This design comes from an exercise in tuning for small area on the open sky130 flow, not from production work.
Only simulation tests tie the RTL to the original design; equivalence was not proved.
Power figures rest on the tool's default switching activity, not on a simulated workload.

<file path="flow/flow/run.sh">
#!/bin/bash
# Standard layout (the standard.sh) with these changes:
#  - synthesis maps the logic with an area-oriented ABC script (flow/area.abc) in place of
#    ORFS's speed script; everything else in the synthesis (registers included) is unchanged;
#  - no full/half-adder cell extraction before ABC (ABC maps the arithmetic);
#  - the port buffers are the smallest buffer cell;
#  - clock tree: small clock buffers in small clusters, no dummy loads.
# ORFS writes each step's full log under orfs/logs/; make's own output goes to standard_own.log.
set -euo pipefail
W=$PWD
cp config.mk config_own.mk
cat >> config_own.mk <<'EOC'
export ADDER_MAP_FILE =
export BUFFER_PORTS_ARGS = -buffer_cell sky130_fd_sc_hd__buf_1
export CTS_ARGS = -sink_clustering_enable -repair_clock_nets -dont_use_dummy_load -buf_list sky130_fd_sc_hd__clkbuf_8 -sink_clustering_size 20 -sink_clustering_max_diameter 60
EOC
{
  echo 'proc abc {args} {'
  echo '  set i [lsearch $args -script]'
  echo "  if {\$i >= 0} { set args [lreplace \$args \$i [expr {\$i + 1}] -script $W/flow/area.abc] }"
  echo '  yosys abc {*}$args'
  echo '}'
  cat synth_recipe.tcl
} > synth_own.tcl
sed -e "s#DESIGN_CONFIG=[^ ]*#DESIGN_CONFIG=$W/config_own.mk#" \
    -e "s#SYNTH_SCRIPT=[^ ]*#SYNTH_SCRIPT=$W/synth_own.tcl#" standard.sh > standard_own.sh
grep -q "config_own.mk" standard_own.sh
grep -q "synth_own.tcl" standard_own.sh
bash standard_own.sh > standard_own.log 2>&1
</file>
<file path="flow/flow/area.abc">
strash
&get -n
&fraig -x
&put
scorr
dc2
strash
&get -n
&dch -f
&nf -a -R 1000
&put
</file>
<file path="flow/standard.sh">
#!/bin/bash
# synth_recipe.tcl (not shown) runs the flow's synth.tcl, then flattens the netlist and writes it again
# the make line also repeats each setting of config.mk as NAME=value (left out here)
make -C /OpenROAD-flow-scripts/flow DESIGN_CONFIG=/design/flow/config.mk WORK_HOME=/design/flow/orfs CLKGATE_MAP_FILE= SYNTH_SCRIPT=/design/flow/synth_recipe.tcl "${@:-finish}"
</file>
<file path="flow/config.mk">
export PLATFORM = sky130hd
export DESIGN_NAME = cov_stall_monitor
export DESIGN_NICKNAME = cov_stall_monitor
export VERILOG_FILES = /design/flow/design.v
export SDC_FILE = /design/flow/constraint.sdc
export NUM_CORES = 4
export LEC_CHECK = 0
export CAP_MARGIN = 20
export CORE_MARGIN = 2
export CORE_UTILIZATION = 60
export PLACE_DENSITY = 0.75
export SLEW_MARGIN = 20
</file>
<file path="flow/constraint.sdc">
create_clock -name core_clock -period 8.5 [get_ports {clock}]
set_input_delay 1.7000 -clock core_clock [delete_from_list [all_inputs] [get_ports {clock}]]
set_output_delay 1.7000 -clock core_clock [all_outputs]
set_load 0.01 [all_outputs]
</file>
<file path="flow/design.v">
package cov_mon_pkg;
  localparam int Q_W = 23;                      
  localparam int R_W = 10;
  localparam logic [Q_W-1:0] Q_SAT = 23'd4294967;
  localparam logic [R_W-1:0] R_SAT = 10'd295;
  localparam logic [R_W-1:0] R_TOP = 10'd999;
  localparam logic [15:0] WDOG_LIMIT = 16'd50000;
endpackage
module cov_stall_channel (
  input  logic        clock,
  input  logic        reset,
  input  logic        en,
  input  logic        clr,
  input  logic        step_q,      
  input  logic        snz_q,       
  input  logic [29:0] cov_i,
  input  logic        mask_i,
  output logic        stall_i,
  output logic        zero_o,      
  output logic [22:0] q_o,         
  output logic [9:0]  r_o
);
  logic [29:0] snap_q;
  logic [22:0] pq_q, cq;
  logic [9:0]  pr_q, cr;
  logic        zero_q;
  logic        chg, sat, wrap, inc;
  assign sat  = ((pq_q & cov_mon_pkg::Q_SAT) == cov_mon_pkg::Q_SAT) &&
                ((pr_q & cov_mon_pkg::R_SAT) == cov_mon_pkg::R_SAT);
  assign wrap = (pr_q & cov_mon_pkg::R_TOP) == cov_mon_pkg::R_TOP;
  assign inc  = step_q & ~sat;
  always_comb begin
    cq = pq_q;
    cr = pr_q;
    if (zero_q) begin
      cq = '0;
      cr = '0;
    end else if (inc) begin
      if (wrap) begin
        cr = '0;
        cq = pq_q + 1'b1;
      end else begin
        cr = pr_q + 1'b1;
      end
    end
  end
  assign chg = snz_q ? (|cov_i) : (cov_i != snap_q);
  always_ff @(posedge clock) begin
    if (clr | en) snap_q <= cov_i;
  end
  always_ff @(posedge clock) begin
    if (!reset) begin
      pq_q   <= '0;
      pr_q   <= '0;
      zero_q <= 1'b1;
    end else begin
      pq_q   <= cq;
      pr_q   <= cr;
      zero_q <= clr | (en & chg);
    end
  end
  logic gt;
  always_comb begin
    gt = inc & wrap;
    for (int i = 0; i < 11; i++)
      gt = (pq_q[i] & ~cov_i[19+i]) | (~(pq_q[i] ^ cov_i[19+i]) & gt);
  end
  assign stall_i = mask_i & ~zero_q & ((|pq_q[22:11]) | gt);
  assign zero_o  = zero_q;
  assign q_o     = pq_q;
  assign r_o     = pr_q;
endmodule
module cov_stall_monitor (
  input  logic         clock,
  input  logic         reset,
  input  logic         en,
  input  logic [119:0] cov,
  input  logic [3:0]   ch_mask,
  input  logic         done,
  input  logic         irq_ack,
  output logic         irq,
  output logic [4:0]   irq_cause,
  output logic [31:0]  stall_cnt_max
);
  logic        fired_q, drain_q;
  logic [4:0]  cause_q;
  logic [15:0] wdog_q;
  logic        step_q;
  logic        snz_q;    
  logic [5:0]  ge_q;
  logic [3:0]  top_q;
  logic [3:0]  stall, zero;
  logic [22:0] q [4];
  logic [9:0]  r [4];
  logic        ack_ok, clr, wd_hit, idle, hold_end;
  assign idle   = ~fired_q & ~drain_q;
  assign ack_ok = en & fired_q & irq_ack;
  assign clr    = done | ack_ok;
  assign wd_hit = (wdog_q & cov_mon_pkg::WDOG_LIMIT) == cov_mon_pkg::WDOG_LIMIT;
  assign hold_end = &wdog_q[3:0];
  for (genvar i = 0; i < 4; i++) begin : g_ch
    cov_stall_channel u_ch (
      .clock   (clock),
      .reset   (reset),
      .en      (en),
      .clr     (clr),
      .step_q  (step_q),
      .snz_q   (snz_q),
      .cov_i   (cov[i*30 +: 30]),
      .mask_i  (ch_mask[i]),
      .stall_i (stall[i]),
      .zero_o  (zero[i]),
      .q_o     (q[i]),
      .r_o     (r[i])
    );
  end
  logic [3:0] top, top_d;
  assign top = top_q;
  logic [22:0] q_m;
  logic [9:0]  r_m;
  always_comb begin
    q_m = '0;
    r_m = '0;
    for (int i = 0; i < 4; i++) begin
      q_m = q_m | ({23{top[i]}} & q[i]);
      r_m = r_m | ({10{top[i]}} & r[i]);
    end
  end
  logic [28:0] hi;
  assign hi = 29'({q_m, r_m[9:3]}) - 29'({q_m, 1'b0}) - 29'(q_m);
  logic [5:0] ge_d;
  assign ge_d[0] = zero[1] | (~zero[0] & ge_q[0]);
  assign ge_d[1] = zero[2] | (~zero[0] & ge_q[1]);
  assign ge_d[2] = zero[3] | (~zero[0] & ge_q[2]);
  assign ge_d[3] = zero[2] | (~zero[1] & ge_q[3]);
  assign ge_d[4] = zero[3] | (~zero[1] & ge_q[4]);
  assign ge_d[5] = zero[3] | (~zero[2] & ge_q[5]);
  assign top_d[0] =  ge_d[0] &  ge_d[1] &  ge_d[2];
  assign top_d[1] = ~ge_d[0] &  ge_d[3] &  ge_d[4];
  assign top_d[2] = ~ge_d[1] & ~ge_d[3] &  ge_d[5];
  assign top_d[3] = ~ge_d[2] & ~ge_d[4] & ~ge_d[5];
  always_ff @(posedge clock) begin
    if (!reset) begin
      fired_q <= 1'b0;
      drain_q <= 1'b0;
      cause_q <= '0;
      wdog_q  <= '0;
      step_q  <= 1'b0;
      snz_q   <= 1'b1;
      ge_q    <= '1;
      top_q   <= 4'b0001;
    end else begin
      step_q <= en;
      if (clr | en) snz_q <= 1'b0;
      ge_q   <= ge_d;
      top_q  <= top_d;
      if (clr) wdog_q <= '0;
      else if (en) begin
        if (drain_q) wdog_q <= hold_end ? 16'd0 : wdog_q + 1'b1;
        else if (!wd_hit) wdog_q <= wdog_q + 1'b1;
      end
      if (done) begin
        fired_q <= 1'b0;
        drain_q <= 1'b0;
        cause_q <= '0;
      end else if (en) begin
        if (idle) begin
          if ((|stall) || wd_hit) begin
            fired_q <= 1'b1;
            cause_q <= {wd_hit, stall};
          end
        end else if (fired_q) begin
          if (irq_ack) begin
            fired_q <= 1'b0;
            drain_q <= 1'b1;
          end
        end else begin
          if (hold_end) drain_q <= 1'b0;
        end
      end
    end
  end
  assign irq           = fired_q;
  assign irq_cause     = cause_q;
  assign stall_cnt_max = {hi, r_m[2:0]};
endmodule
</file>
==> results of run 1 <==
[final cells by class]
| class | count | area (um2) |
|---|---|---|
| Multi-Input combinational cell | 1119 | 6900 |
| Fill cell | 1962 | 7460 |
| Sequential cell | 291 | 7030 |
| Timing Repair Buffer | 195 | 847 |
| Tap cell | 319 | 399 |
| Clock buffer | 23 | 317 |
| Inverter | 119 | 447 |
[flip-flops by register name, indices dropped and copies added (netlist names)]
name	count
ge_q	6
g_ch.u_ch.pr_q	40
g_ch.u_ch.zero_q	4
fired_q	1
wdog_q	16
top_q	4
g_ch.u_ch.pq_q	92
g_ch.u_ch.snap_q	120
snz_q	1
drain_q	1
step_q	1
cause_q	5
[power groups by stage]
stage,clock (mW),sequential (mW),combinational (mW)
after global routing,0.718,1.55,0.191
after global placement,0,1.57,0.169
final,0.661,1.54,0.174
after CTS,0.675,1.54,0.173
after detailed placement,0,1.57,0.172
after floorplan,0,1.57,0.0873
[critical path: cells and delay by family (launching register included)]
| family | cells | cell delay (ps) |
|---|---|---|
| DFF | 1 | 350 |
| xor gates and xnor gates | 1 | 130 |
| adders and majority gates | 3 | 970 |
| and+or+nand+nor | 16 | 1760 |
| AOI/OAI and AO/OA | 12 | 1900 |
| buffers and inverters | 6 | 820 |
[through the flow]
| step | area [um2] | hold slack [ps] | setup WS, ps | power, mW | instances |
|---|---|---|---|---|---|
| 2_1_floorplan | 14300 | 444 | 370 | 1.66 | 1529 |
| 4_1_cts | 15900 | 492 | 11.1 | 2.39 | 2062 |
| 3_5_place_dp | 15400 | 478 | -97.1 | 1.75 | 2029 |
| 6_report | 15900 | 502 | 335 | 2.38 | 2066 |
| 3_3_place_gp | 15400 | 472 | 173 | 1.74 | 2029 |
| 5_1_grt | 15900 | 515 | -96.7 | 2.46 | 2066 |
[metal layers]
| layer | GRT usage [%] | vias to the layer above | part of all wire [%] | wire, um |
|---|---|---|---|---|
| li1 | - | 6121 | - | - |
| met1 | 39.5 | 5921 | 43 | 16400 |
| met2 | 50.4 | 490 | 47 | 17900 |
| met3 | 4.90 | 87 | 7.6 | 2920 |
| met4 | 9.82 | 0 | 3.1 | 1210 |
| met5 | 0 | - | 0 | 0 |
[worst max-delay path by stage]
stage | from | endpoint | slack, ps | cells past startpoint
after floorplan | top_q[1] | stall_cnt_max[31] | 370 | 35
after global placement | top_q[1] | stall_cnt_max[30] | 170 | 36
after detailed placement | top_q[1] | stall_cnt_max[30] | -100 | 36
after CTS | top_q[3] | stall_cnt_max[30] | 10 | 38
after global routing | top_q[2] | stall_cnt_max[29] | -100 | 38
final | top_q[2] | stall_cnt_max[29] | 330 | 38
[Yosys cell counts (20+ instances only)]
| master | number |
|---|---|
| xor2_1 | 73 |
| a21oi_1 | 105 |
| nor2_1 | 136 |
| and3_1 | 60 |
| clkinv_1 | 119 |
| o21ai_0 | 99 |
| nand4_1 | 34 |
| nand2_1 | 127 |
| a222oi_1 | 43 |
| xnor2_1 | 55 |
| and2_0 | 37 |
| nor3_1 | 67 |
| nand3_1 | 20 |
| o22ai_1 | 23 |
| dfxtp_1 | 171 |
| edfxtp_1 | 120 |
| nor4_1 | 51 |
| maj3_1 | 28 |
[cell families after synthesis]
logic type                 count (synthesis)  share of synthesized area, %
muxes                                      5                         0.350
DFF                                      291                          49.2
adders and majority gates                 28                          1.96
AOI/OAI and AO/OA                        359                          16.3
xor gates and xnor gates                 128                          7.85
and+or+nand+nor                          599                          21.3
buffers and inverters                    119                          3.13
[repair_timing]
action / in CTS / in global routing
setup buffers: 10 / 4
setup endpoints to repair: 6 / 7
hold buffers: 0 / 0
resized for setup: 13 / 20
pin swaps: 12 / 16
==> impl_metrics.yaml, run 1 <==
worst_setup_path:
  rr_startpoint: "g_ch[2].u_ch.pq_q[8]"
  critical-path-max-stage-delay_ps: 350
  cp.required_ps: 6800
  rr_endpoint: "cause_q[4]"
  endpoint_kind: "output pin"
  reg2reg_depth: 21
  crit_arrival_ps: 6470
  crit_fanout: 32
  cpMostUsedCell: "nand2_1"
  rrSetupSlack_ps: 1930
  slowest_stage: "dfxtp_1"
  critPathLaunchType: "flip-flop"
  crit_type: "reg2out"
global_route:
  grt-ovfl-total: 0
  grt_pass1_vias: 11400
  grt_start_max_net_pins: 79
  antenna_found_initial: 1
  grt_pass1_wl_um: 58600
  track_usage_pct: 29.9
final_layout:
  layout_commonest_cell: "dfxtp_1"
  antenna-diode-count: 0
  area_growth_pct: 11.6
  final_nets: 1878
  utilization_pct: 68.1
  drive_gt1_share_pct: 4.46
  final_cell_mix: "dfxtp_1, buf_1, nor2_1"
sta:
  fin_crit_sh_pct: 96.1
  clock.fmax_mhz: 122
  setup_viol: 0
  skew_ps: 78.9
  slew_viol_final: 0
  fin_crit_ps: 8170
  fin_tns_setup_ps: 0
  tightestPinTransition_ps: 1110
  maxSlewHeadroom_pct: 25.8
  hold_viol: 0
floorplan:
  die_y_um: 158
  initial_core_util_pct: 61.1
  design.portCount: 167
  dieArea_um2: 25100
  num_rows: 56
  fp.dieW_um: 158
  core_um2: 23400
yosys:
  syn_nets: 1658
  synth-seq-cells: 291
  synthArstFlopShare_pct: 0
  yosys_warnings: 4
  netlist_area_um2: 14300
  synth-edff-count: 120
  yosysTopAreaCell: "edfxtp_1"
  ys.flop_type: "dfxtp_1"
  postSynthCellCount: 1529
  synth.avg_cell_area_um2: 9.34
  synth_top_area_share_pct: 25.2
  ys_types: 51
  ys_seq_area_share_pct: 49.2
  synth_area_leaders: "edfxtp_1, dfxtp_1, xor2_1"
clock_network:
  cts_tree: "built"
  cts-root-buf: "clkbuf_8"
  htree_levels: 1
  clock_sinks: 291
  insertion_delay_ps: 580
  clk_pin_slew_ps: 90
  clock_path_buffers: 3
  cts-buffers-inserted: 23
pwr:
  p_leak_nw: 5.74
  swShare_pct: 23.5
  pwr-share-clk_pct: 27.8
  ir_worst_vdd_uv: 117
  power_density_nw_per_um2: 149
  pwr-share-comb_pct: 7.3
  intPower_mw: 1.82
  p_seq_share_pct: 64.9
  power.switching_uw: 558
routing:
  drt_iter0_drc: 1294
  viasPerCell: 6.11
  ant_nets: 0
  firstDrtPassIters: 6
  dr_total_vias: 12600
  drc: 0
  wirelength_um: 38500
  routedWlPerCell_um: 18.6
placed_design:
  io_buffers: 166
  place_congestion: 0.963
  hpwlAfterDp_um: 29400
worst_hold_path:
  hold_end: "g_ch[1].u_ch.pq_q[1]"
  hold_class: "reg2reg"
  hold_depth: 1
  holdCritStartpoint: "g_ch[1].u_ch.pq_q[1]"
run_status:
  outcome: "timing/DRC/antenna clean"
job:
  maxCapViolCount: 0
==> run 2: changes to the inputs <==
--- a/flow/flow/run.sh
+++ b/flow/flow/run.sh
@@ -13,5 +13,5 @@
 export ADDER_MAP_FILE =
 export BUFFER_PORTS_ARGS = -buffer_cell sky130_fd_sc_hd__buf_1
-export CTS_ARGS = -sink_clustering_enable -repair_clock_nets -dont_use_dummy_load -buf_list sky130_fd_sc_hd__clkbuf_8 -sink_clustering_size 20 -sink_clustering_max_diameter 60
+export CTS_ARGS = -sink_clustering_enable -repair_clock_nets -dont_use_dummy_load -buf_list sky130_fd_sc_hd__clkbuf_8 -sink_clustering_size 16 -sink_clustering_max_diameter 50
 EOC
 {
==> run 2 against run 1 <==
Net effect: still clean on timing, DRC and antenna; core utilization grew 0.62 points; first-iteration DRC count grew 9.9%; clock power grew 16%; combinational power is essentially flat; non-clock buffer count grew 4; sequential share of layout area shrank 0.38 points; synthesized cell count is the same; largest cell class unchanged; highest routed layer unchanged.
==> impl_metrics.yaml, run 2 <==
run_status:
  outcome: "timing/DRC/antenna clean"
placed_design:
  place_inst: 2029
  io_buffers: 166
  hpwlAfterDp_um: 29400
  place_congestion: 0.963
  pre_cts_ws_ps: -97.1
final_layout:
  seqCellArea_um2: 7040
  largest_reg_flops: 120
  final_cells: 2078
  drive_gt1_share_pct: 5.23
  antenna-diode-count: 0
  final_cell_mix: "dfxtp_1, buf_1, nor2_1"
  largestRegisters: "g_ch.u_ch.snap_q (120), g_ch.u_ch.pq_q (92), g_ch.u_ch.pr_q (40)"
  area_growth_pct: 12.6
  num-fill-cells: 1944
  regMostFlops: "g_ch.u_ch.snap_q"
  final_nets: 1890
  layout_commonest_cell: "dfxtp_1"
  multi_input_comb_area_um2: 6910
routing:
  wirelength_um: 38800
  routedWlPerCell_um: 18.7
  drc: 0
  dr_total_vias: 12700
  viasPerCell: 6.12
  drt_iter0_drc: 1422
  ant_nets: 0
  firstDrtPassIters: 10
worst_setup_path:
  critPathBufInv: 6
  slowest_stage: "dfxtp_4"
  path_delay_family: "compound AO/OA/AOI/OAI gates"
  cpMostUsedCell: "nand2_1"
  cp.required_ps: 6800
  crit_type: "reg2out"
  crit_arrival_ps: 6450
  critical-path-max-stage-delay_ps: 380
  crit_fanout: 7
  endpoint_kind: "output pin"
  critPathLaunchType: "flip-flop"
job:
  maxCapViolCount: 0
yosys:
  ys.flop_type: "dfxtp_1"
  synth_top_area_share_pct: 25.2
  synthArstFlopShare_pct: 0
  synth_area_leaders: "edfxtp_1, dfxtp_1, xor2_1"
  postSynthCellCount: 1529
  ys_seq_area_share_pct: 49.2
  synth-edff-count: 120
  yosysTopAreaCell: "edfxtp_1"
  yosys_warnings: 4
  synth.avg_cell_area_um2: 9.34
  synth-seq-cells: 291
  synth_common_cells: "dfxtp_1, nor2_1, nand2_1"
  netlist_area_um2: 14300
  synth_most_common_cell: "dfxtp_1"
  ys_types: 51
  syn_nets: 1658
sta:
  fin_crit_sh_pct: 95.9
  clock.fmax_mhz: 123
  slew_viol_final: 0
  fin_hold_ws_ps: 495
  setup_ws_ps: 353
  fin_crit_ps: 8150
  skew_ps: 103
  maxSlewHeadroom_pct: 28.9
  hold_viol: 0
  setup_viol: 0
  tightestPinTransition_ps: 1060
floorplan:
  initial_core_util_pct: 61.1
  core_um2: 23400
  fp.dieW_um: 158
  die_y_um: 158
  num_rows: 56
  design.portCount: 167
  dieArea_um2: 25100
clock_network:
  clock_sinks: 291
  insertion_delay_ps: 610
  htree_levels: 1
  cts_tree: "built"
  cts-root-buf: "clkbuf_8"
  cts-buffers-inserted: 31
  clock_path_buffers: 3
  clk_pin_slew_ps: 100
  ctsHoldBuffers: 0
pwr:
  power_mw: 2.48
  power_density_nw_per_um2: 154
  ir_worst_vdd_uv: 140
  p_leak_nw: 5.83
global_route:
  grt-ovfl-total: 0
  grt_pass1_vias: 11500
  track_usage_pct: 30.1
  grt_pass1_wl_um: 59300
  grt_start_max_net_pins: 79
  antenna_found_initial: 0
worst_hold_path:
  hold_class: "reg2reg"
-- run 2: cell counts after synthesis --
No cell type changed its count.
-- run 2: routing by layer --
metal	routed length (um)	GRT usage, %
met2	18100	50.7
met1	16400	40.0
met5	0	0
met4	1260	10.1
met3	3020	4.60
-- run 2: area by class of cell --
class                      count  share of cell area (%)
sequential                   291                    43.7
multi-input combinational   1119                    42.9
timing repair buffer         199                    5.45
inverter                     119                    2.78
clock buffer                  31                    2.65
tap                          319                    2.48
-- run 2: worst paths after layout --
| path | start | slack [ps] | cells after the start | endpoint |
|---|---|---|---|---|
| worst max register to register | g_ch[3].u_ch.pq_q[8] | 1890 | 22 | cause_q[4] |
| worst min-delay path | g_ch[1].u_ch.pq_q[1] | 500 | 1 | g_ch[1].u_ch.pq_q[1] |
| worst min register to register | g_ch[1].u_ch.pq_q[1] | 500 | 1 | g_ch[1].u_ch.pq_q[1] |
| worst max-delay path | g_ch[1].u_ch.pq_q[1] | 350 | 36 | stall_cnt_max[29] |
-- run 2: logic make-up after synthesis --
logic type | share of synthesized area, %
simple gates | 21.3
compound gates | 16.3
flops | 49.2
xor+xnor | 7.85
buf+inv | 3.13
fa+ha+maj | 1.96
mux | 0.350
-- run 2: what timing repair did --
action                     CTS  global route
pin swaps                   11            20
resized for setup           13            23
setup endpoints to repair    7             7
buffers inserted            11             7
-- run 2: stage by stage --
stage / TNS (ps) / utilization (%) / instance area, um2
2_1_floorplan: 0 / - / 14300
3_3_place_gp: 0 / 65.9 / 15400
3_5_place_dp: -176 / 65.9 / 15400
4_1_cts: 0 / 68.2 / 16000
5_1_grt: -1.32 / 68.8 / 16100
6_report: 0 / 68.8 / 16100
-- run 2: where the power goes --
part           internal, mW  total, mW  switching, mW  leakage [nW]
combinational        0.0623      0.174          0.111          3.00
sequential             1.52       1.54         0.0287          2.60
clock                 0.321      0.764          0.443         0.223
total                  1.90       2.48          0.583          5.83
==> run 3: changes to the inputs <==
--- a/flow/flow/run.sh
+++ b/flow/flow/run.sh
@@ -13,5 +13,5 @@
 export ADDER_MAP_FILE =
 export BUFFER_PORTS_ARGS = -buffer_cell sky130_fd_sc_hd__buf_1
-export CTS_ARGS = -sink_clustering_enable -repair_clock_nets -dont_use_dummy_load -buf_list sky130_fd_sc_hd__clkbuf_8 -sink_clustering_size 16 -sink_clustering_max_diameter 50
+export CTS_ARGS = -sink_clustering_enable -repair_clock_nets -dont_use_dummy_load -buf_list sky130_fd_sc_hd__clkbuf_16 -sink_clustering_size 30 -sink_clustering_max_diameter 90
 EOC
 {
--- a/flow/config.mk
+++ b/flow/config.mk
@@ -8,5 +8,4 @@
 export CAP_MARGIN = 20
 export CORE_MARGIN = 2
-export CORE_UTILIZATION = 60
-export PLACE_DENSITY = 0.75
+export CORE_UTILIZATION = 40
 export SLEW_MARGIN = 20
==> run 3 against run 2 <==
Net effect: still clean on timing, DRC and antenna; non-clock buffer count grew 1; cell count grew 6.1%; area after synthesis is the same; global-route usage shrank 7.8 points; clock power shrank 0.8%; critical path depth shrank 1; count of clock-buffer cells in the layout shrank 16; critical path type unchanged; critical endpoint is now stall_cnt_max[31].
==> impl_metrics.yaml, run 3 <==
run_status:
  outcome: "timing/DRC/antenna clean"
yosys:
  ys_seq_area_share_pct: 49.2
  synth-seq-cells: 291
  ys.flop_type: "dfxtp_1"
  synth-edff-count: 120
  synth_area_leaders: "edfxtp_1, dfxtp_1, xor2_1"
  netlist_area_um2: 14300
  yosys_warnings: 4
  ys_types: 51
  synth_most_common_cell: "dfxtp_1"
  synth_common_cells: "dfxtp_1, nor2_1, nand2_1"
  yosysTopAreaCell: "edfxtp_1"
  synthArstFlopShare_pct: 0
  synth.avg_cell_area_um2: 9.34
  syn_nets: 1658
  synth_top_area_share_pct: 25.2
  postSynthCellCount: 1529
floorplan:
  dieArea_um2: 37200
  die_y_um: 193
  num_rows: 69
  design.portCount: 167
  fp.dieW_um: 193
  initial_core_util_pct: 40.4
  core_um2: 35400
final_layout:
  antenna-diode-count: 0
  final_cell_mix: "buf_1, dfxtp_1, nor2_1"
  area_growth_pct: 14.5
  drive_gt1_share_pct: 5.10
  layout_commonest_cell: "buf_1"
  seqCellArea_um2: 7040
  final_nets: 1875
  design_area_um2: 16400
  largest_reg_flops: 120
  utilization_pct: 46.2
  multi_input_comb_area_um2: 6980
  num-fill-cells: 3441
  regMostFlops: "g_ch.u_ch.snap_q"
  largestRegisters: "g_ch.u_ch.snap_q (120), g_ch.u_ch.pq_q (92), g_ch.u_ch.pr_q (40)"
pwr:
  p_leak_nw: 5.82
  ir_worst_vdd_uv: 141
  power_mw: 2.48
  power_density_nw_per_um2: 151
worst_setup_path:
  rr_startpoint: "g_ch[1].u_ch.pq_q[8]"
  cp.required_ps: 6800
  reg2reg_depth: 21
  cpMostUsedCell: "nand2_1"
  crit_type: "reg2out"
  slowest_stage: "a222oi_1"
  rrSetupSlack_ps: 1930
  rr_endpoint: "cause_q[3]"
  endpoint_kind: "output pin"
  crit_arrival_ps: 6610
  startpoint: "top_q[1]"
  critPathLaunchType: "flip-flop"
  crit_fanout: 6
  critical-path-max-stage-delay_ps: 420
sta:
  slew_viol_final: 0
  setup_viol: 0
  clock.fmax_mhz: 120
  skew_ps: 32.1
  fin_crit_sh_pct: 97.7
  hold_viol: 0
  tightestPinTransition_ps: 966
  fin_crit_ps: 8310
  fin_tns_setup_ps: 0
  maxSlewHeadroom_pct: 35.6
clock_network:
  cts_tree: "built"
  htree_levels: 1
  clock_path_buffers: 3
  insertion_delay_ps: 510
  clock_sinks: 291
  clk_pin_slew_ps: 120
  cts-buffers-inserted: 15
  cts-root-buf: "clkbuf_16"
  ctsHoldBuffers: 0
placed_design:
  io_buffers: 166
  hpwlAfterDp_um: 32500
  place_congestion: 0.937
  post_dp_cell_area_um2: 15600
routing:
  firstDrtPassIters: 10
  wirelength_um: 42600
  ant_nets: 0
  drc: 0
  dr_total_vias: 12500
  viasPerCell: 5.68
  drt_iter0_drc: 1161
  routedWlPerCell_um: 19.3
worst_hold_path:
  hold_class: "reg2reg"
  hold_depth: 2
  hold_end: "ge_q[4]"
  holdCritStartpoint: "ge_q[4]"
global_route:
  grt-ovfl-total: 0
  antenna_found_initial: 0
  grt_start_max_net_pins: 75
  grt_pass1_wl_um: 65200
  grt_pass1_vias: 11700
  track_usage_pct: 22.4
job:
  maxCapViolCount: 0
[run 3: metal layers]
metal	global-route usage [%]	vias up	part of all wire, %
li1	-	6109	-
met1	30.1	6010	45
met2	38.6	352	47
met3	2.12	64	5.0
met4	5.91	0	2.9
met5	0	-	0
[run 3: cells by family (layout without fill, tap and decap cells)]
kind of cell,count (synthesis),in the layout,share of synthesized area (%)
simple gates,599,599,21.3
compound gates,359,359,16.3
flops,291,291,49.2
xor+xnor,128,128,7.85
buf+inv,119,334,3.13
fa+ha+maj,28,28,1.96
mux,5,5,0.350
[run 3: timing repair]
action / CTS / global route
pin swaps: 4 / 28
cloned: 0 / 1
setup buffers: 5 / 11
gates resized for setup: 11 / 50
setup endpoints to repair: 5 / 7
[run 3: metrics by stage]
stage	hold slack, ps	setup WS, ps	instances
global placement	470	275	2173
global route	536	-196	2205
CTS	506	17.5	2193
detailed placement	483	22.7	2173
finish	500	194	2205
floorplan	444	370	1529
[run 3: report_power, final]
| part | switching [mW] | internal, mW | total [mW] | leakage, nW |
|---|---|---|---|---|
| combinational | 0.113 | 0.0636 | 0.177 | 3.03 |
| sequential | 0.0281 | 1.51 | 1.54 | 2.61 |
| clock | 0.439 | 0.319 | 0.758 | 0.185 |
[run 3: layout make-up]
cell class	count	area share [%]
Sequential cell	291	43.1
Tap cell	461	3.53
Inverter	119	2.73
Timing Repair Buffer	200	5.71
Multi-Input combinational cell	1119	42.7
Clock buffer	15	2.30
[run 3: how the worst max path moves through the flow]
stage / to / slack, ps / depth (start not counted)
after floorplan: stall_cnt_max[31] / 370 / 35
after global placement: stall_cnt_max[30] / 270 / 36
after detailed placement: stall_cnt_max[30] / 20 / 36
after CTS: stall_cnt_max[31] / 20 / 35
after global routing: stall_cnt_max[31] / -200 / 35
final: stall_cnt_max[31] / 190 / 35
[run 3: worst max-delay path, delay by kind of cell (launching register included)]
kind | cells | cell delay [ps]
buffers and inverters | 4 | 430
and+or+nand+nor | 15 | 1730
DFF | 1 | 360
xor gates and xnor gates | 3 | 580
adders and majority gates | 3 | 980
AOI/OAI and AO/OA | 10 | 2010
==> run 4: changes to the inputs <==
--- a/flow/config.mk
+++ b/flow/config.mk
@@ -8,4 +8,5 @@
 export CAP_MARGIN = 20
 export CORE_MARGIN = 2
-export CORE_UTILIZATION = 40
+export CORE_UTILIZATION = 70
+export PLACE_DENSITY = 0.85
 export SLEW_MARGIN = 20
==> run 4 against run 3 <==
Net effect: setup slack better by 55 ps; highest routed layer unchanged; sequential cell count unchanged; critical endpoint unchanged; worst hold slack better by 8.5 ps.
==> impl_metrics.yaml, run 4 <==
run_status:
  outcome: "timing/DRC/antenna clean"
final_layout:
  final_nets: 1867
  largestRegisters: "g_ch.u_ch.snap_q (120), g_ch.u_ch.pq_q (92), g_ch.u_ch.pr_q (40)"
  largest_reg_flops: 120
  drive_gt1_share_pct: 4.03
  regMostFlops: "g_ch.u_ch.snap_q"
  num-fill-cells: 1362
  layout_commonest_cell: "dfxtp_1"
  area_growth_pct: 11.6
  design_area_um2: 15900
  final_cell_mix: "dfxtp_1, buf_1, nor2_1"
floorplan:
  dieArea_um2: 21600
  initial_core_util_pct: 71.1
  core_um2: 20100
  die_y_um: 147
  num_rows: 52
  design.portCount: 167
  fp.dieW_um: 147
routing:
  viasPerCell: 6.51
  drc: 0
  ant_nets: 0
  firstDrtPassIters: 10
  wirelength_um: 39900
  drt_iter0_drc: 1924
  dr_total_vias: 13100
  routedWlPerCell_um: 19.9
pwr:
  power_mw: 2.41
  p_leak_nw: 5.75
  ir_worst_vdd_uv: 169
  power_density_nw_per_um2: 151
worst_hold_path:
  hold_class: "reg2reg"
yosys:
  synth_most_common_cell: "dfxtp_1"
  synthArstFlopShare_pct: 0
  synth-seq-cells: 291
  synth-edff-count: 120
  netlist_area_um2: 14300
  postSynthCellCount: 1529
  ys.flop_type: "dfxtp_1"
  syn_nets: 1658
  yosys_warnings: 4
  ys_seq_area_share_pct: 49.2
  synth_top_area_share_pct: 25.2
  synth_area_leaders: "edfxtp_1, dfxtp_1, xor2_1"
  synth.avg_cell_area_um2: 9.34
  ys_types: 51
  synth_common_cells: "dfxtp_1, nor2_1, nand2_1"
  yosysTopAreaCell: "edfxtp_1"
clock_network:
  cts_tree: "built"
  insertion_delay_ps: 490
  htree_levels: 1
  clk_pin_slew_ps: 110
  cts-root-buf: "clkbuf_16"
  clock_sinks: 291
  ctsHoldBuffers: 0
  clock_path_buffers: 3
  cts-buffers-inserted: 13
placed_design:
  hpwlAfterDp_um: 30200
  post_dp_cell_area_um2: 15400
  place_congestion: 1.03
  pre_cts_ws_ps: -35.9
  io_buffers: 166
sta:
  setup_viol: 0
  setup_ws_ps: 249
  fin_tns_setup_ps: 0
  skew_ps: 18.0
  fin_crit_sh_pct: 97.1
  hold_viol: 0
  fin_crit_ps: 8250
  maxSlewHeadroom_pct: 29.1
  clock.fmax_mhz: 121
  tightestPinTransition_ps: 1060
  slew_viol_final: 0
global_route:
  track_usage_pct: 35.9
  grt_start_max_net_pins: 77
  grt_pass1_vias: 12300
  antenna_found_initial: 1
  grt-ovfl-total: 0
  grt_pass1_wl_um: 62000
worst_setup_path:
  crit_arrival_ps: 6550
  endpoint_kind: "output pin"
  cpMostUsedCell: "nand2_1"
  critical-path-max-stage-delay_ps: 450
  slowest_stage: "a222oi_1"
  cp.required_ps: 6800
  crit_fanout: 6
  crit_type: "reg2out"
  critPathLaunchType: "flip-flop"
job:
  maxCapViolCount: 0
[run 4: cell count changes in the layout (fill, tap and decap cells not counted), sizes merged]
| cell | change |
|---|---|
| buf | -6 |
| clkbuf | -2 |
| clkinv | -1 |
| diode | +1 |
| inv | +1 |
[run 4: cell families after synthesis]
group | count (synthesis) | synth area share (%)
simple gates | 599 | 21.3
compound gates | 359 | 16.3
flops | 291 | 49.2
xor+xnor | 128 | 7.85
buf+inv | 119 | 3.13
fa+ha+maj | 28 | 1.96
mux | 5 | 0.350
[run 4: path summary, 6_finish.rpt]
kind | from | to | slack [ps] | cells past startpoint
setup / recovery | top_q[1] | stall_cnt_max[31] | 250 | 34
hold / removal | cause_q[3] | cause_q[3] | 510 | 2
setup reg to reg | g_ch[2].u_ch.pr_q[2] | cause_q[4] | 1780 | 23
hold reg to reg | cause_q[3] | cause_q[3] | 510 | 2
[run 4: stage by stage]
step | hold slack [ps] | std cells | utilization, %
after global placement | 469 | 1980 | 76.4
after floorplan | 444 | 1529 | -
after global routing | 537 | 2006 | 79.3
after CTS | 508 | 1998 | 78.5
after detailed placement | 483 | 1980 | 76.4
final | 508 | 2007 | 79.3
[run 4: per-layer routing]
layer	wire length [um]	global-route usage, %	up-vias
met1	15400	46.3	6107
met5	0	0	-
met3	3970	6.55	120
met2	19100	61.5	740
met4	1440	12.1	0
li1	-	-	6104
[run 4: layout make-up]
| type | count | area [um2] | share of cell area (%) |
|---|---|---|---|
| antenna | 1 | 2.50 | 0.0157 |
| clock buffer | 13 | 325 | 2.04 |
| inverter | 119 | 447 | 2.80 |
| multi-input combinational | 1119 | 6950 | 43.6 |
| sequential | 291 | 7030 | 44.1 |
| tap | 270 | 338 | 2.12 |
| timing repair buffer | 194 | 843 | 5.29 |
[run 4: repair_timing]
item / 4_1_cts / 5_1_grt
setup buffers: 5 / 8
resized for setup: 13 / 28
setup endpoints to repair: 5 / 7
pin swaps: 7 / 15
[run 4: critical path: cells and delay by family (launching register included)]
family / cells / cell delay (ps)
buffers and inverters: 3 / 310
AND/OR/NAND/NOR: 15 / 1760
AO/OA/AOI/OAI: 10 / 2070
XOR/XNOR: 3 / 570
flip-flops: 1 / 380
adder cells (fa/ha/maj): 3 / 990
[run 4: where the power goes]
| group | internal [mW] | switching [mW] |
|---|---|---|
| logic | 0.0622 | 0.114 |
| clock network | 0.278 | 0.407 |
| registers | 1.51 | 0.0295 |
| total | 1.86 | 0.551 |
==> run 5: changes to the inputs <==
==> flow/flow/area.abc (replaced) <==
strash
&get -n
&fraig -x
&put
scorr
dc2
strash
&get -n
&dch -f
&nf -R 1000
&put
strash
&get -n
&dch -f
&nf -R 1000
&put
--- a/flow/config.mk
+++ b/flow/config.mk
@@ -8,5 +8,5 @@
 export CAP_MARGIN = 20
 export CORE_MARGIN = 2
-export CORE_UTILIZATION = 70
-export PLACE_DENSITY = 0.85
+export CORE_UTILIZATION = 60
+export PLACE_DENSITY = 0.75
 export SLEW_MARGIN = 20
==> run 5 against run 4 <==
Net effect: still clean; area after synthesis fell by 1.0%; sequential cell count did not move; critical path depth fell by 2; non-clock buffer count increased by 33; routed wire length hardly changed; setup slack worse by 140 ps; critical path type unchanged.
==> impl_metrics.yaml, run 5 <==
run_status:
  outcome: "timing/DRC/antenna clean"
sta:
  fin_crit_ps: 8390
  skew_ps: 43.8
  fin_crit_sh_pct: 98.7
  hold_viol: 0
  slew_viol_final: 0
  setup_viol: 0
  rsz0062_at_grt: "yes"
  clock.fmax_mhz: 119
  maxSlewHeadroom_pct: 36.7
  tightestPinTransition_ps: 943
yosys:
  yosys_warnings: 4
  synth-seq-cells: 291
  ys_types: 48
  ys.flop_type: "dfxtp_1"
  postSynthCellCount: 1500
  ys_seq_area_share_pct: 49.7
  synth-edff-count: 120
  netlist_area_um2: 14100
  syn_nets: 1629
  synth_top_area_share_pct: 25.5
  synth_most_common_cell: "dfxtp_1"
  synth_common_cells: "dfxtp_1, nand2_1, nor2_1"
  synth.avg_cell_area_um2: 9.43
  yosysTopAreaCell: "edfxtp_1"
  synthArstFlopShare_pct: 0
  synth_area_leaders: "edfxtp_1, dfxtp_1, xor2_1"
placed_design:
  post_dp_cell_area_um2: 15400
  io_buffers: 166
  place_congestion: 0.946
  hpwlAfterDp_um: 30100
  place_inst: 2012
final_layout:
  largestRegisters: "g_ch.u_ch.snap_q (120), g_ch.u_ch.pq_q (92), g_ch.u_ch.pr_q (40)"
  num-fill-cells: 1929
  largest_reg_flops: 120
  final_nets: 1871
  final_cell_mix: "dfxtp_1, buf_1, nand2_1"
  layout_commonest_cell: "dfxtp_1"
  design_area_um2: 16200
  regMostFlops: "g_ch.u_ch.snap_q"
  final_cells: 2059
  area_growth_pct: 14.4
  antenna-diode-count: 0
  drive_gt1_share_pct: 6.78
floorplan:
  core_um2: 23300
  fp.dieW_um: 158
  die_y_um: 158
  dieArea_um2: 24800
  initial_core_util_pct: 60.6
  design.portCount: 167
  num_rows: 56
worst_hold_path:
  hold_depth: 1
  hold_class: "reg2reg"
worst_setup_path:
  cp.required_ps: 6800
  path_delay_family: "compound AO/OA/AOI/OAI gates"
  rrSetupSlack_ps: 2090
  crit_fanout: 7
  slowest_stage: "a222oi_1"
  crit_arrival_ps: 6690
  endpoint_kind: "output pin"
  reg2reg_depth: 31
  critical-path-max-stage-delay_ps: 400
  cpMostUsedCell: "maj3_2"
  critPathLaunchType: "flip-flop"
  critPathBufInv: 2
  crit_cells: 32
  crit_type: "reg2out"
clock_network:
  clk_pin_slew_ps: 110
  cts-root-buf: "clkbuf_16"
  cts_tree: "built"
  clock_sinks: 291
  cts-buffers-inserted: 13
  htree_levels: 1
  clock_path_buffers: 3
  insertion_delay_ps: 500
global_route:
  grt_pass1_vias: 11500
  grt_pass1_wl_um: 60800
  antenna_found_initial: 1
  track_usage_pct: 31.4
  grt-ovfl-total: 0
  grt_start_max_net_pins: 91
job:
  maxCapViolCount: 0
pwr:
  power_mw: 2.41
  ir_worst_vdd_uv: 139
  p_leak_nw: 5.87
  power_density_nw_per_um2: 149
routing:
  viasPerCell: 6.14
  ant_nets: 0
  wirelength_um: 39900
  drc: 0
  dr_total_vias: 12700
  routedWlPerCell_um: 19.4
  firstDrtPassIters: 9
  drt_iter0_drc: 1404
[run 5: changes by cell type in the layout (fill, tap and decap cells not counted), moves of 9 or more]
cell	change
buf_4	+26
nor2_1	-18
clkinv_1	-11
a211oi_1	+9
and4_1	-9
nor3_1	+9
[run 5: layout make-up]
class | instances | area [um2] | area share [%]
inverters | 106 | 398 | 2.46
well taps | 319 | 399 | 2.47
clock buffers | 13 | 325 | 2.01
flip-flops and latches | 291 | 7040 | 43.5
repair buffers | 227 | 1140 | 7.03
multi-input cells | 1103 | 6880 | 42.5
[run 5: power by group]
group | switching, mW | total [mW] | leakage (nW) | internal [mW]
clock network | 0.410 | 0.688 | 0.160 | 0.278
logic | 0.114 | 0.177 | 3.10 | 0.0634
registers | 0.0288 | 1.54 | 2.60 | 1.51
total | 0.552 | 2.41 | 5.87 | 1.86
[run 5: timing repair]
item / in CTS / in global routing
hold buffers: 0 / 0
setup buffers: 17 / 17
gates cloned: 0 / 1
pin swaps: 10 / 33
gates resized for setup: 20 / 43
endpoints found under the setup margin: 7 / 8
[run 5: worst register-to-register path: cells and delay by family, from the launching register on]
family	cells	cell delay, ps
AO/OA/AOI/OAI	7	1510
adder cells (fa/ha/maj)	4	1480
flip-flops	1	510
AND/OR/NAND/NOR	19	2630
multiplexers	1	190
[run 5: worst paths after layout]
path                                      startpoint                end
worst max-delay path                        top_q[1]  stall_cnt_max[31]
worst min-delay path                      wdog_q[14]         wdog_q[14]
worst max register to register  g_ch[3].u_ch.pr_q[8]         cause_q[4]
worst min register to register            wdog_q[14]         wdog_q[14]
[run 5: metal layers]
layer | track usage, % | part of all wire, % | vias to the layer above | wire length (um)
met5 | 0 | 0 | - | 0
met4 | 8.61 | 2.8 | 0 | 1110
met1 | 43.3 | 43 | 5970 | 17000
li1 | - | - | 6101 | -
met2 | 51.8 | 46 | 509 | 18500
met3 | 4.68 | 8.3 | 72 | 3320
[run 5: cells by family (layout without fill, tap and decap cells)]
group,after synthesis,after routing,synth area share (%)
muxes,3,3,0.212
buffers and inverters,106,346,2.81
xor gates and xnor gates,132,132,8.18
and+or+nand+nor,590,590,21.1
DFF,291,291,49.7
AOI/OAI and AO/OA,351,351,16.1
adders and majority gates,27,27,1.91
[run 5: metrics by stage]
stage / setup WS (ps) / TNS (ps) / util (%) / hold WS [ps]
after floorplan: 60.2 / 0 / - / 437
after global placement: 48.3 / 0 / 65.8 / 456
after detailed placement: -110 / -288 / 65.9 / 465
after CTS: 6.04 / 0 / 68.0 / 494
after global routing: -287 / -1350 / 69.3 / 524
final: 107 / 0 / 69.3 / 486
==> run 6: changes to the inputs <==
==> flow/flow/area.abc (replaced) <==
strash
&get -n
&fraig -x
&put
scorr
dc2
strash
&get -n
&dch
&nf -R 1000
&put
==> run 6 against run 5 <==
Net effect: still clean on timing, DRC and antenna; global-route usage shrank 1.0 points; worst hold slack gained 7.4 ps; sequential share of layout area grew 0.95 points; clock power grew 3.6%; design area shrank 2.3%; critical path depth grew 1; sequential cell count is the same; first-iteration DRC count grew 8.2%; synthesized cell count grew 0.33%; clock skew grew 4.2 ps; combinational power is essentially flat; cell count shrank 1.5%; critical path type unchanged; critical endpoint unchanged; largest cell class unchanged.
==> impl_metrics.yaml, run 6 <==
final_layout:
  utilization_pct: 67.8
  antenna-diode-count: 0
  largestRegisters: "g_ch.u_ch.snap_q (120), g_ch.u_ch.pq_q (92), g_ch.u_ch.pr_q (40)"
  area_growth_pct: 11.7
  largest_reg_flops: 120
  regMostFlops: "g_ch.u_ch.snap_q"
  layout_commonest_cell: "dfxtp_1"
  final_cell_mix: "dfxtp_1, buf_1, nor2_1"
  final_nets: 1840
  drive_gt1_share_pct: 3.69
floorplan:
  fp.dieW_um: 158
  initial_core_util_pct: 60.7
  core_um2: 23300
  design.portCount: 167
  dieArea_um2: 24900
  die_y_um: 158
  num_rows: 56
yosys:
  yosys_warnings: 4
  postSynthCellCount: 1505
  synthArstFlopShare_pct: 0
  synth.avg_cell_area_um2: 9.41
  yosysTopAreaCell: "edfxtp_1"
  synth-seq-cells: 291
  synth-edff-count: 120
  syn_nets: 1634
  netlist_area_um2: 14200
  synth_common_cells: "dfxtp_1, nor2_1, edfxtp_1"
  synth_most_common_cell: "dfxtp_1"
  synth_area_leaders: "edfxtp_1, dfxtp_1, xor2_1"
  ys_seq_area_share_pct: 49.6
  ys_types: 53
  synth_top_area_share_pct: 25.4
  ys.flop_type: "dfxtp_1"
clock_network:
  cts_tree: "built"
  htree_levels: 1
  ctsHoldBuffers: 0
  clock_path_buffers: 3
  insertion_delay_ps: 500
  clk_pin_slew_ps: 110
  clock_sinks: 291
  cts-buffers-inserted: 14
  cts-root-buf: "clkbuf_16"
sta:
  hold_viol: 0
  setup_viol: 0
  slew_viol_final: 0
  fin_crit_sh_pct: 95.3
  fin_crit_ps: 8100
  tightestPinTransition_ps: 1090
  skew_ps: 48.0
  clock.fmax_mhz: 123
  maxSlewHeadroom_pct: 27.3
  fin_tns_setup_ps: 0
worst_setup_path:
  critPathBufInv: 3
  crit_arrival_ps: 6400
  crit_fanout: 6
  slowest_stage: "dfxtp_2"
  cp.required_ps: 6800
  endpoint_kind: "output pin"
  critical-path-max-stage-delay_ps: 380
  crit_type: "reg2out"
  critPathLaunchType: "flip-flop"
  path_delay_family: "compound AO/OA/AOI/OAI gates"
routing:
  viasPerCell: 6.15
  top_layer_used: "met4"
  met1Wirelength_um: 16100
  wl_met3_um: 3170
  met2WireLength_um: 18000
  routedWlPerCell_um: 18.7
  firstDrtPassIters: 12
  ant_nets: 0
  wirelength_um: 37900
  drt_iter0_drc: 1519
  drc: 0
  dr_total_vias: 12500
placed_design:
  place_congestion: 0.994
  hpwlAfterDp_um: 28900
  io_buffers: 166
global_route:
  grt_pass1_vias: 11500
  grt_start_max_net_pins: 80
  grt_pass1_wl_um: 59600
  grt-ovfl-total: 0
  antenna_found_initial: 0
  track_usage_pct: 30.4
worst_hold_path:
  hold_class: "reg2reg"
pwr:
  p_leak_nw: 5.67
  ir_worst_vdd_uv: 176
  power_density_nw_per_um2: 154
job:
  maxCapViolCount: 0
run_status:
  outcome: "timing/DRC/antenna clean"
[run 6: cell count changes after synthesis, moves of 6 or more]
cell	delta
nand2_1	-17
and3_1	+14
nor2_1	+12
nor3_1	-8
and4_1	-7
xor2_1	-7
clkinv_1	+6
[run 6: through the flow]
stage	hold WS [ps]	std cells	worst slack, ps	total power [mW]	cell area (um2)
after floorplan	437	1505	357	1.66	14200
after global placement	461	2007	108	1.74	15300
after detailed placement	468	2007	-116	1.75	15300
final	494	2028	401	2.43	15800
after CTS	497	2023	20.9	2.45	15700
after global routing	514	2028	-114	2.51	15800
[run 6: cell families after synthesis]
| kind of cell | count (synthesis) | share of synthesized area (%) |
|---|---|---|
| and+or+nand+nor | 580 | 20.6 |
| AOI/OAI and AO/OA | 363 | 16.7 |
| DFF | 291 | 49.6 |
| xor gates and xnor gates | 129 | 7.98 |
| buffers and inverters | 112 | 2.97 |
| adders and majority gates | 30 | 2.12 |
[run 6: report_power, final]
| group | switching (mW) | total (mW) | internal, mW |
|---|---|---|---|
| clock | 0.415 | 0.713 | 0.299 |
| sequential | 0.0288 | 1.54 | 1.52 |
| combinational | 0.113 | 0.175 | 0.0627 |
[run 6: path summary, 6_finish.rpt]
kind,start,to,slack [ps],depth (start not counted)
setup / recovery,top_q[1],stall_cnt_max[31],400,33
hold / removal,ge_q[2],ge_q[2],490,1
setup reg to reg,g_ch[1].u_ch.pr_q[0],cause_q[3],2040,23
hold reg to reg,ge_q[2],ge_q[2],490,1
[run 6: final cells by class]
type                            count  area [um2]
Timing Repair Buffer              190         805
Multi-Input combinational cell   1102        6810
Inverter                          112         420
Sequential cell                   291        7030
Tap cell                          319         399
Clock buffer                       14         350
Fill cell                        1975        7520
[run 6: what timing repair did]
action	in CTS	in global routing
resized for setup	8	23
pin swaps	4	12
buffers inserted	2	5
endpoints found under the setup margin	5	7
[run 6: routing by layer]
layer  track usage, %  vias up
met3             4.76       48
met1             41.6     5898
li1                 -     6024
met4             6.49        0
met5                0        -
met2             51.2      499
[run 6: worst reg2reg max path, cell delays in order, from the launching register on]
cell and delay, ps:
dfxtp_1 420, and3_1 180, nand3_1 150, o41a_1 520, and3_1 250, and2_0 200, o21bai_1 170, maj3_1 360
maj3_1 360, maj3_1 390, maj3_1 380, maj3_1 360, maj3_1 360, maj3_1 360, maj3_1 350, o21ai_0 80
o2bb2ai_1 200, nand4_1 250, nand3b_1 200, nand3_1 90, o311a_1 450, clkinv_1 110, nor2_1 50, nor3_1 150
==> run 7: changes to the inputs <==
--- a/flow/flow/run.sh
+++ b/flow/flow/run.sh
@@ -5,5 +5,5 @@
 #  - no full/half-adder cell extraction before ABC (ABC maps the arithmetic);
 #  - the port buffers are the smallest buffer cell;
-#  - clock tree: small clock buffers in small clusters, no dummy loads.
+#  - clock tree: one clock buffer size, sinks clustered by 30 within 90 um, no dummy loads.
 # ORFS writes each step's full log under orfs/logs/; make's own output goes to standard_own.log.
 set -euo pipefail
--- a/flow/config.mk
+++ b/flow/config.mk
@@ -9,4 +9,5 @@
 export CORE_MARGIN = 2
 export CORE_UTILIZATION = 60
+export GPL_TIMING_DRIVEN = 0
 export PLACE_DENSITY = 0.75
 export SLEW_MARGIN = 20
==> run 7 against run 6 <==
Net effect: die area did not move; fmax fell by 2.9%; setup slack got worse by 250 ps; first-iteration DRC count rose by 4.7%; count of clock-buffer cells in the layout did not move; critical path depth rose by 1; global-route usage fell by 1.1 points; area after synthesis did not move; sequential cell count did not move.
==> impl_metrics.yaml, run 7 <==
yosys:
  synth_top_area_share_pct: 25.4
  netlist_area_um2: 14200
  synth.avg_cell_area_um2: 9.41
  synthArstFlopShare_pct: 0
  synth_common_cells: "dfxtp_1, nor2_1, edfxtp_1"
  ys.flop_type: "dfxtp_1"
  synth_most_common_cell: "dfxtp_1"
  syn_nets: 1634
  synth-edff-count: 120
  yosysTopAreaCell: "edfxtp_1"
  yosys_warnings: 4
  postSynthCellCount: 1505
  ys_seq_area_share_pct: 49.6
  synth-seq-cells: 291
  synth_area_leaders: "edfxtp_1, dfxtp_1, xor2_1"
  ys_types: 53
routing:
  dr_total_vias: 12500
  firstDrtPassIters: 9
  routedWlPerCell_um: 18.3
  drc: 0
  drt_iter0_drc: 1590
  viasPerCell: 6.14
  wirelength_um: 37100
  ant_nets: 0
worst_setup_path:
  cp.required_ps: 6800
  critPathLaunchType: "flip-flop"
  crit_fanout: 6
  slowest_stage: "dfxtp_4"
  endpoint_kind: "output pin"
  cpMostUsedCell: "nor2_1"
  crit_arrival_ps: 6640
  crit_type: "reg2out"
  critical-path-max-stage-delay_ps: 400
final_layout:
  largest_reg_flops: 120
  regMostFlops: "g_ch.u_ch.snap_q"
  num-fill-cells: 1925
  antenna-diode-count: 0
  area_growth_pct: 12.9
  largestRegisters: "g_ch.u_ch.snap_q (120), g_ch.u_ch.pq_q (92), g_ch.u_ch.pr_q (40)"
  drive_gt1_share_pct: 4.84
  final_cell_mix: "buf_1, dfxtp_1, nor2_1"
  final_nets: 1845
  layout_commonest_cell: "buf_1"
sta:
  maxSlewHeadroom_pct: 27.9
  clock.fmax_mhz: 120
  skew_ps: 38.3
  tightestPinTransition_ps: 1080
  slew_viol_final: 0
  fin_crit_ps: 8340
  setup_viol: 0
  fin_crit_sh_pct: 98.2
  fin_tns_setup_ps: 0
  hold_viol: 0
floorplan:
  num_rows: 56
  fp.dieW_um: 158
  dieArea_um2: 24900
  core_um2: 23300
  initial_core_util_pct: 60.7
  die_y_um: 158
  design.portCount: 167
global_route:
  grt_start_max_net_pins: 55
  grt_pass1_vias: 11800
  track_usage_pct: 29.3
  antenna_found_initial: 0
  grt_pass1_wl_um: 58100
  grt-ovfl-total: 0
placed_design:
  hpwlAfterDp_um: 27100
  place_congestion: 0.904
  io_buffers: 166
pwr:
  p_leak_nw: 5.74
  power_mw: 2.44
  power_density_nw_per_um2: 153
  ir_worst_vdd_uv: 174
clock_network:
  cts_tree: "built"
  clock_sinks: 291
  clock_path_buffers: 3
  clk_pin_slew_ps: 110
  cts-root-buf: "clkbuf_16"
  htree_levels: 1
  ctsHoldBuffers: 0
  insertion_delay_ps: 510
  cts-buffers-inserted: 14
job:
  maxCapViolCount: 0
worst_hold_path:
  hold_class: "reg2reg"
run_status:
  outcome: "timing/DRC/antenna clean"
run 7: cell counts after synthesis:
Identical to the previous run, type by type.
run 7: logic make-up after synthesis:
| group | synth area share [%] |
|---|---|
| and+or+nand+nor | 20.6 |
| DFF | 49.6 |
| adders and majority gates | 2.12 |
| xor gates and xnor gates | 7.98 |
| buffers and inverters | 2.97 |
| AOI/OAI and AO/OA | 16.7 |
run 7: per-stage QoR:
stage | util [%] | setup WS (ps) | instance area (um2) | std cells | hold slack, ps
after global routing | 68.5 | -187 | 16000 | 2033 | 510
after CTS | 67.4 | 3.73 | 15700 | 2011 | 490
after detailed placement | 65.4 | -891 | 15300 | 1992 | 464
after floorplan | - | 357 | 14200 | 1505 | 437
final | 68.5 | 155 | 16000 | 2033 | 480
after global placement | 65.1 | -738 | 15200 | 1990 | 455
run 7: area by class of cell:
cell class	count	area [um2]	share of cell area, %
sequential	291	7050	44.1
multi-input combinational	1102	6860	42.9
timing repair buffer	195	920	5.75
inverter	112	420	2.63
tap	319	399	2.50
clock buffer	14	350	2.19
run 7: worst paths after layout:
check,from,endpoint,slack (ps),depth (start not counted)
max reg2reg,g_ch[1].u_ch.pr_q[5],cause_q[1],2000,21
min,wdog_q[15],wdog_q[15],480,2
max,top_q[1],stall_cnt_max[31],160,34
min reg2reg,wdog_q[15],wdog_q[15],480,2
run 7: per-layer routing:
layer	global-route usage [%]	wire, um	up-vias	share of wire [%]
met2	50.5	17600	496	47
met1	38.1	15400	5877	41
met5	0	0	-	0
li1	-	-	6030	-
met4	9.31	1290	0	3.5
met3	4.30	2860	80	7.7
run 7: what timing repair did:
item,CTS,global route
gates cloned,0,0
pin swaps,2,22
gates resized for setup,21,24
buffers inserted,5,22
setup endpoints to repair,8,7
endpoints found under the hold margin,0,0
run 7: power breakdown:
group          switching [mW]  internal (mW)  total, mW
registers              0.0298           1.51       1.54
logic                   0.113         0.0662      0.179
clock network           0.421          0.299      0.720
total                   0.564           1.88       2.44
run 7: critical path: cells and delay by family, from the launching register on:
kind,cells,cell delay (ps)
compound gates,13,2850
xor+xnor,3,520
fa+ha+maj,1,220
buf+inv,4,450
flops,1,400
simple gates,13,1670

## re-timing with driven ports
Ports are ideal in the flow. The routed layouts listed here were re-timed in OpenROAD. Step 1 sets driving cells, clkbuf_16 on the clock port and buf_2 on the other inputs (assumed; they add their load-dependent delay and slew). Step 2 adds t to the input delays and takes it off the output delays; t is the mean of the earliest and latest rising clock arrival at the registers after step 1. Input paths then give back, and output paths get back, about the clock's delay inside the block. Three values: ideal, step 1, step 2; two values: the first two.
run | shift t [ns] | slack for setup (ns) | worst register clock-pin slew, ns
run 1 | 0.591 | 0.335 / 0.287 / 0.878 | 0.12 / 0.12
run 2 | 0.611 | 0.353 / 0.306 / 0.917 | 0.10 / 0.10
run 3 | 0.542 | 0.194 / 0.143 / 0.685 | 0.12 / 0.12
run 4 | 0.534 | 0.249 / 0.200 / 0.733 | 0.11 / 0.11
run 5 | 0.531 | 0.107 / 0.057 / 0.588 | 0.11 / 0.11
run 6 | 0.525 | 0.401 / 0.352 / 0.877 | 0.11 / 0.11
run 7 | 0.537 | 0.155 / 0.106 / 0.643 | 0.11 / 0.11
After both steps every run listed still meets setup and hold.
